What follows belongs to an exercise in optimizing a design on an open flow for small area and a short achievable clock period; a production flow would make more cautious choices.
In this exercise RTL edits were held to simulation tests only and were not proved equivalent to the original.
No activity file was given, so power comes from the tool's default toggle rates.

==> flow/design.v <==
package message_extractor_pkg;
    typedef logic [63:0]  beat_t;        
    typedef logic [2:0]   empty_t;       
    typedef logic [255:0] msg_data_t;
    typedef logic [31:0]  byte_mask_t;   
    typedef logic [15:0]  msg_len_t;     
    typedef enum logic [1:0] {
        BYTE_SKIP = 2'd0,                
        BYTE_CUR  = 2'd1,                
        BYTE_NEXT = 2'd2                 
    } byte_class_e;
    typedef logic [15:0] beat_class_t;
endpackage
`timescale 1ns/1ps
module message_extractor (
    input  logic                              clk,
    input  logic                              reset_n,
    input  logic                              in_valid,
    input  logic                              in_startofpacket,
    input  logic                              in_endofpacket,
    input  message_extractor_pkg::beat_t      in_data,
    input  message_extractor_pkg::empty_t     in_empty,
    output logic                              out_valid,
    output message_extractor_pkg::msg_data_t  out_data,
    output message_extractor_pkg::byte_mask_t out_bytemask
);
    logic        pkt_active;         
    logic [15:0] cnt;                
    logic [5:0]  pay;                
    logic        pend;               
    logic        hdr_fresh;          
    logic [2:0]  lp;
    logic [5:0]  len_q;              
    logic [63:0]  raw1;              
    logic [55:0]  raw2;              
    logic [127:0] acc;               
    logic        accept;
    logic        first_beat;
    assign first_beat = !pkt_active;
    assign accept     = in_valid && (in_startofpacket == first_beat);
    logic [5:0]  len_eff;
    logic [2:0]  d_eff;
    logic [5:0]  p_eff;              
    logic        more_msgs;
    assign more_msgs = |cnt[15:1];
    assign len_eff   = hdr_fresh ? pay : len_q;
    assign p_eff     = hdr_fresh ? 6'(pay + {3'd0, lp} - 6'd7) : pay;
    assign d_eff     = 3'(-p_eff[2:0]);
    logic        ends;
    logic [2:0]  e;
    logic [7:0]  end_ok;
    logic        msg_done;
    assign ends = (p_eff != '0) && (p_eff <= 6'd8);
    assign e    = 3'(p_eff - 6'd1);
    always_comb begin
        for (int k = 0; k < 8; k++) begin
            end_ok[k] = (4'(k) + {1'b0, e}) <= 4'd7;
        end
    end
    assign msg_done = in_valid && !in_startofpacket && pkt_active && ends &&
                      (!in_endofpacket || end_ok[in_empty]);
    logic [15:0] n_cnt;
    logic [5:0]  n_pay;
    logic        n_pend;
    logic        n_hdr;
    logic [2:0]  n_lp;
    always_comb begin
        n_cnt  = cnt;
        n_pay  = '0;
        n_pend = 1'b0;
        n_hdr  = 1'b0;
        n_lp   = lp;
        if (p_eff > 6'd8) begin
            n_pay = p_eff - 6'd8;
        end else if (pend) begin
            n_hdr = 1'b1;
            n_lp  = 3'd0;
            n_cnt = cnt - 16'd1;
        end else if (more_msgs) begin
            if (p_eff <= 6'd6) begin
                n_hdr = 1'b1;
                n_lp  = 3'(p_eff + 6'd1);
                n_cnt = cnt - 16'd1;
            end else if (p_eff == 6'd7) begin
                n_pend = 1'b1;
            end
        end
    end
    always_ff @(posedge clk) begin
        if (!reset_n) begin
            pkt_active <= 1'b0;
        end else if (accept) begin
            pkt_active <= !in_endofpacket;
        end
    end
    always_ff @(posedge clk) begin
        if (accept) begin
            len_q <= len_eff;
            if (first_beat) begin
                cnt       <= in_data[63:48];
                pay       <= (|in_data[63:48]) ? in_data[37:32] : 6'd0;
                pend      <= 1'b0;
                hdr_fresh <= |in_data[63:48];
                lp        <= 3'd3;
            end else begin
                cnt       <= n_cnt;
                pay       <= n_hdr ? 6'(in_data[8*(7-n_lp) +: 8]) : n_pay;
                pend      <= n_pend;
                hdr_fresh <= n_hdr;
                lp        <= n_lp;
            end
        end
    end
    logic [63:0] v_prev;
    logic [63:0] v_cur;
    assign v_prev = 64'({raw2, raw1} >> {d_eff, 3'b000});
    assign v_cur  = 64'({raw1[55:0], in_data} >> {d_eff, 3'b000});
    always_ff @(posedge clk) begin
        if (accept) begin
            raw1 <= in_data;
            raw2 <= raw1[55:0];
            acc  <= {acc[63:0], v_prev};
        end
    end
    logic [31:0]  mask;
    logic [255:0] data_mask;
    always_comb begin
        for (int k = 0; k < 32; k++) begin
            mask[k]              = (k < 8) || (6'(k) < len_eff);
            data_mask[8*k +: 8]  = {8{mask[k]}};
        end
    end
    always_ff @(posedge clk) begin
        if (!reset_n) begin
            out_valid    <= 1'b0;
            out_data     <= '0;
            out_bytemask <= '0;
        end else begin
            out_valid <= msg_done;
            if (msg_done) begin
                out_data     <= {acc, v_prev, v_cur} & data_mask;
                out_bytemask <= mask;
            end
        end
    end
endmodule
export LEC_CHECK = 0
export CAP_MARGIN = 20
export CORE_MARGIN = 2
export CORE_UTILIZATION = 30
export SLEW_MARGIN = 20
create_clock -name core_clock -period 18.0 [get_ports {clk}]
standard.sh (not shown) runs the stock make flow with config.mk's settings and CLKGATE_MAP_FILE= SYNTH_SCRIPT=/design/flow/synth_recipe.tcl, a recipe that flattens the netlist after the stock synthesis.
==> flow/flow/run.sh <==
#!/bin/bash
# Standard ORFS layout, with a setup margin for repair_timing (pushes paths well
# below the 18 ns clock) and minimum-size port buffers.
set -euo pipefail
bash standard.sh "SETUP_SLACK_MARGIN=12.6" "BUFFER_PORTS_ARGS=-buffer_cell sky130_fd_sc_hd__buf_1" "CTS_ARGS=-sink_clustering_enable -repair_clock_nets -sink_clustering_size 24 -sink_clustering_max_diameter 120 -dont_use_dummy_load -buf_list {sky130_fd_sc_hd__clkbuf_8 sky130_fd_sc_hd__clkbuf_16}" finish > make_flow.log 2>&1
Next try:
==> flow/flow/run.sh (replaced) <==
#!/bin/bash
# Standard ORFS layout, with a setup margin for repair_timing (pushes paths well
# below the 18 ns clock) and minimum-size port buffers.
set -euo pipefail
bash standard.sh "SETUP_SLACK_MARGIN=13" "BUFFER_PORTS_ARGS=-buffer_cell sky130_fd_sc_hd__buf_1" "CTS_ARGS=-sink_clustering_enable -repair_clock_nets -sink_clustering_size 24 -sink_clustering_max_diameter 120 -dont_use_dummy_load -buf_list {sky130_fd_sc_hd__clkbuf_8 sky130_fd_sc_hd__clkbuf_16}" "CORE_UTILIZATION=50" finish > make_flow.log 2>&1
The new run produced a clean layout.
Power drops by 1.1%.
Maximum frequency climbs by 6.2%.
Cell count drops by 10%.
Worst hold slack is about the same.
Non-clock buffer count climbs by 50.
Next try:
==> flow/flow/run.sh (replaced) <==
#!/bin/bash
# Standard ORFS layout, with a setup margin for repair_timing (pushes paths well
# below the 18 ns clock) and minimum-size port buffers.
set -euo pipefail
bash standard.sh "SETUP_SLACK_MARGIN=13" "BUFFER_PORTS_ARGS=-buffer_cell sky130_fd_sc_hd__buf_1" "CTS_ARGS=-sink_clustering_enable -repair_clock_nets -sink_clustering_size 24 -sink_clustering_max_diameter 120 -dont_use_dummy_load -buf_list {sky130_fd_sc_hd__clkbuf_8 sky130_fd_sc_hd__clkbuf_16}" finish > make_flow.log 2>&1
Clock skew decreases by 0.037 ns.
Cell area barely changes.
Sequential share of layout area is about the same.
Global-route usage drops by 9.4 points.
Next try:
==> flow/flow/run.sh (replaced) <==
#!/bin/bash
# Standard ORFS layout, with a setup margin for repair_timing (pushes paths well
# below the 18 ns clock) and minimum-size port buffers.
set -euo pipefail
bash standard.sh "SETUP_SLACK_MARGIN=13" "BUFFER_PORTS_ARGS=-buffer_cell sky130_fd_sc_hd__buf_1" "CTS_BUF_LIST=sky130_fd_sc_hd__clkbuf_4 sky130_fd_sc_hd__clkbuf_8" finish > make_flow.log 2>&1
After rerunning: Total power rises by 18%. Area after synthesis stays the same. Setup slack got worse by 0.020 ns.


message_extractor, a different RTL version from the one above (not shown whole).
For scale: ~570 flip-flops, roughly 360 I/O pins, about 24000 µm² of cells after synthesis.
Design message_extractor, start of the top module:
module message_extractor (
    input  logic                              clk,
    input  logic                              reset_n,
    input  logic                              in_valid,
    input  logic                              in_startofpacket,
    input  logic                              in_endofpacket,
    input  message_extractor_pkg::beat_t      in_data,
    input  message_extractor_pkg::empty_t     in_empty,
    output logic                              out_valid,
    output message_extractor_pkg::msg_data_t  out_data,
    output message_extractor_pkg::byte_mask_t out_bytemask
);
clock: 18.0 ns
lec_check: 0
cap_margin: 20
core_margin: 2
core_utilization: 30
slew_margin: 20
synth_hierarchical: 1
synth_minimum_keep_size: 0
==> flow/flow/run.sh <==
#!/bin/bash
# Standard ORFS layout, with a setup margin for repair_timing (pushes paths well
# below the 18 ns clock), buf_2 port buffers and a sparser clock tree.
set -euo pipefail
bash standard.sh "SETUP_SLACK_MARGIN=13.2" "BUFFER_PORTS_ARGS=-buffer_cell sky130_fd_sc_hd__buf_2" "CTS_ARGS=-sink_clustering_enable -repair_clock_nets -sink_clustering_size 24 -sink_clustering_max_diameter 120 -dont_use_dummy_load -buf_list {sky130_fd_sc_hd__clkbuf_8 sky130_fd_sc_hd__clkbuf_16}" finish > make_flow.log 2>&1
Next try:
==> flow/flow/run.sh (replaced) <==
#!/bin/bash
# Standard ORFS layout, with a setup margin for repair_timing (pushes paths well
# below the 18 ns clock) and minimum-size port buffers.
set -euo pipefail
bash standard.sh "SETUP_SLACK_MARGIN=13" "BUFFER_PORTS_ARGS=-buffer_cell sky130_fd_sc_hd__buf_1" "CTS_ARGS=-sink_clustering_enable -repair_clock_nets -sink_clustering_size 16 -sink_clustering_max_diameter 100 -dont_use_dummy_load -buf_list {sky130_fd_sc_hd__clkbuf_8 sky130_fd_sc_hd__clkbuf_16}" finish > make_flow.log 2>&1
What happened: Die area does not change; area after synthesis stays the same; worst setup slack is worse by 0.0057 ns; maximum frequency barely changes; total power went up by 4.2%; core utilization is lower by 2.8 points; worst hold slack loses 0.019 ns; critical path depth came out lower by 2; first-iteration DRC count is lower by 25%.
Next try:
==> flow/flow/run.sh (replaced) <==
#!/bin/bash
# Standard ORFS layout, with a setup margin for repair_timing (pushes paths well
# below the 18 ns clock) and minimum-size port buffers.
set -euo pipefail
bash standard.sh "SETUP_SLACK_MARGIN=12.95" "BUFFER_PORTS_ARGS=-buffer_cell sky130_fd_sc_hd__buf_1" "CTS_ARGS=-sink_clustering_enable -repair_clock_nets -sink_clustering_size 24 -sink_clustering_max_diameter 120 -dont_use_dummy_load -buf_list {sky130_fd_sc_hd__clkbuf_8 sky130_fd_sc_hd__clkbuf_16}" finish > make_flow.log 2>&1
Outcome:
- fmax increases by 0.47%
- combinational power goes down by 2.7%
- design area came out lower by 2.4%
- total power falls by 6.7%
- clock power came out lower by 22%
- hold slack loses 0.015 ns
- via count decreases by 1.7%
- final cell count decreases by 0.85%
- die area is unchanged
- clock-buffer cell count came out lower by 16
Next try:
==> flow/flow/run.sh (replaced) <==
#!/bin/bash
# Standard ORFS layout, with a setup margin for repair_timing (pushes paths well
# below the 18 ns clock) and minimum-size port buffers.
set -euo pipefail
bash standard.sh "SETUP_SLACK_MARGIN=13" "BUFFER_PORTS_ARGS=-buffer_cell sky130_fd_sc_hd__buf_1" "CTS_ARGS=-sink_clustering_enable -repair_clock_nets -sink_clustering_size 24 -sink_clustering_max_diameter 120 -dont_use_dummy_load -buf_list {sky130_fd_sc_hd__clkbuf_8 sky130_fd_sc_hd__clkbuf_16}" finish > make_flow.log 2>&1
Settings changed: CORE_UTILIZATION 30 to 35.
Via count climbs by 2.5%.
Fmax drops by 1.4%.
Worst setup slack gets worse by 0.071 ns.

==> separate check: timing with driven ports <==
No port has a modelled driver above. Below, the same layouts with a new extraction and two added sets of constraints.
Step 1: set_driving_cell puts a clkbuf_16 on clk and a buf_2 on each other input, an assumption about the parent block.
Step 2 also shifts input and output timing later by t, the mid clock arrival at the registers, as if the neighbouring blocks saw the same clock.
a / b / c = ideal / step 1 / step 2; a / b = the first two.
run	t, ns	setup slack, ns	clock arrival spread, ns	worst data-port slew with drivers (ns)
the first run of note 1	0.652	12.683 / 12.727 / 12.075	0.070 / 0.070	0.09
the second run of note 1	0.643	12.996 / 13.033 / 12.390	0.079 / 0.079	0.05
the third run of note 1	0.658	12.963 / 12.946 / 12.288	0.048 / 0.048	0.11
the fourth run of note 1	0.738	12.943 / 12.918 / 12.180	0.039 / 0.039	0.09
the first run of note 2	0.670	12.953 / 12.969 / 12.299	0.072 / 0.072	0.07
the second run of note 2	0.623	12.947 / 12.958 / 12.334	0.099 / 0.099	0.08
the third run of note 2	0.656	12.971 / 12.974 / 12.318	0.102 / 0.102	0.09
the fourth run of note 2	0.645	12.900 / 12.911 / 12.267	0.055 / 0.055	0.08
After both steps setup and hold are still met in every run listed. The setup slack of the fourth run of note 1, which loses most, moves by -0.025 ns with the drivers and by -0.763 ns with both steps.
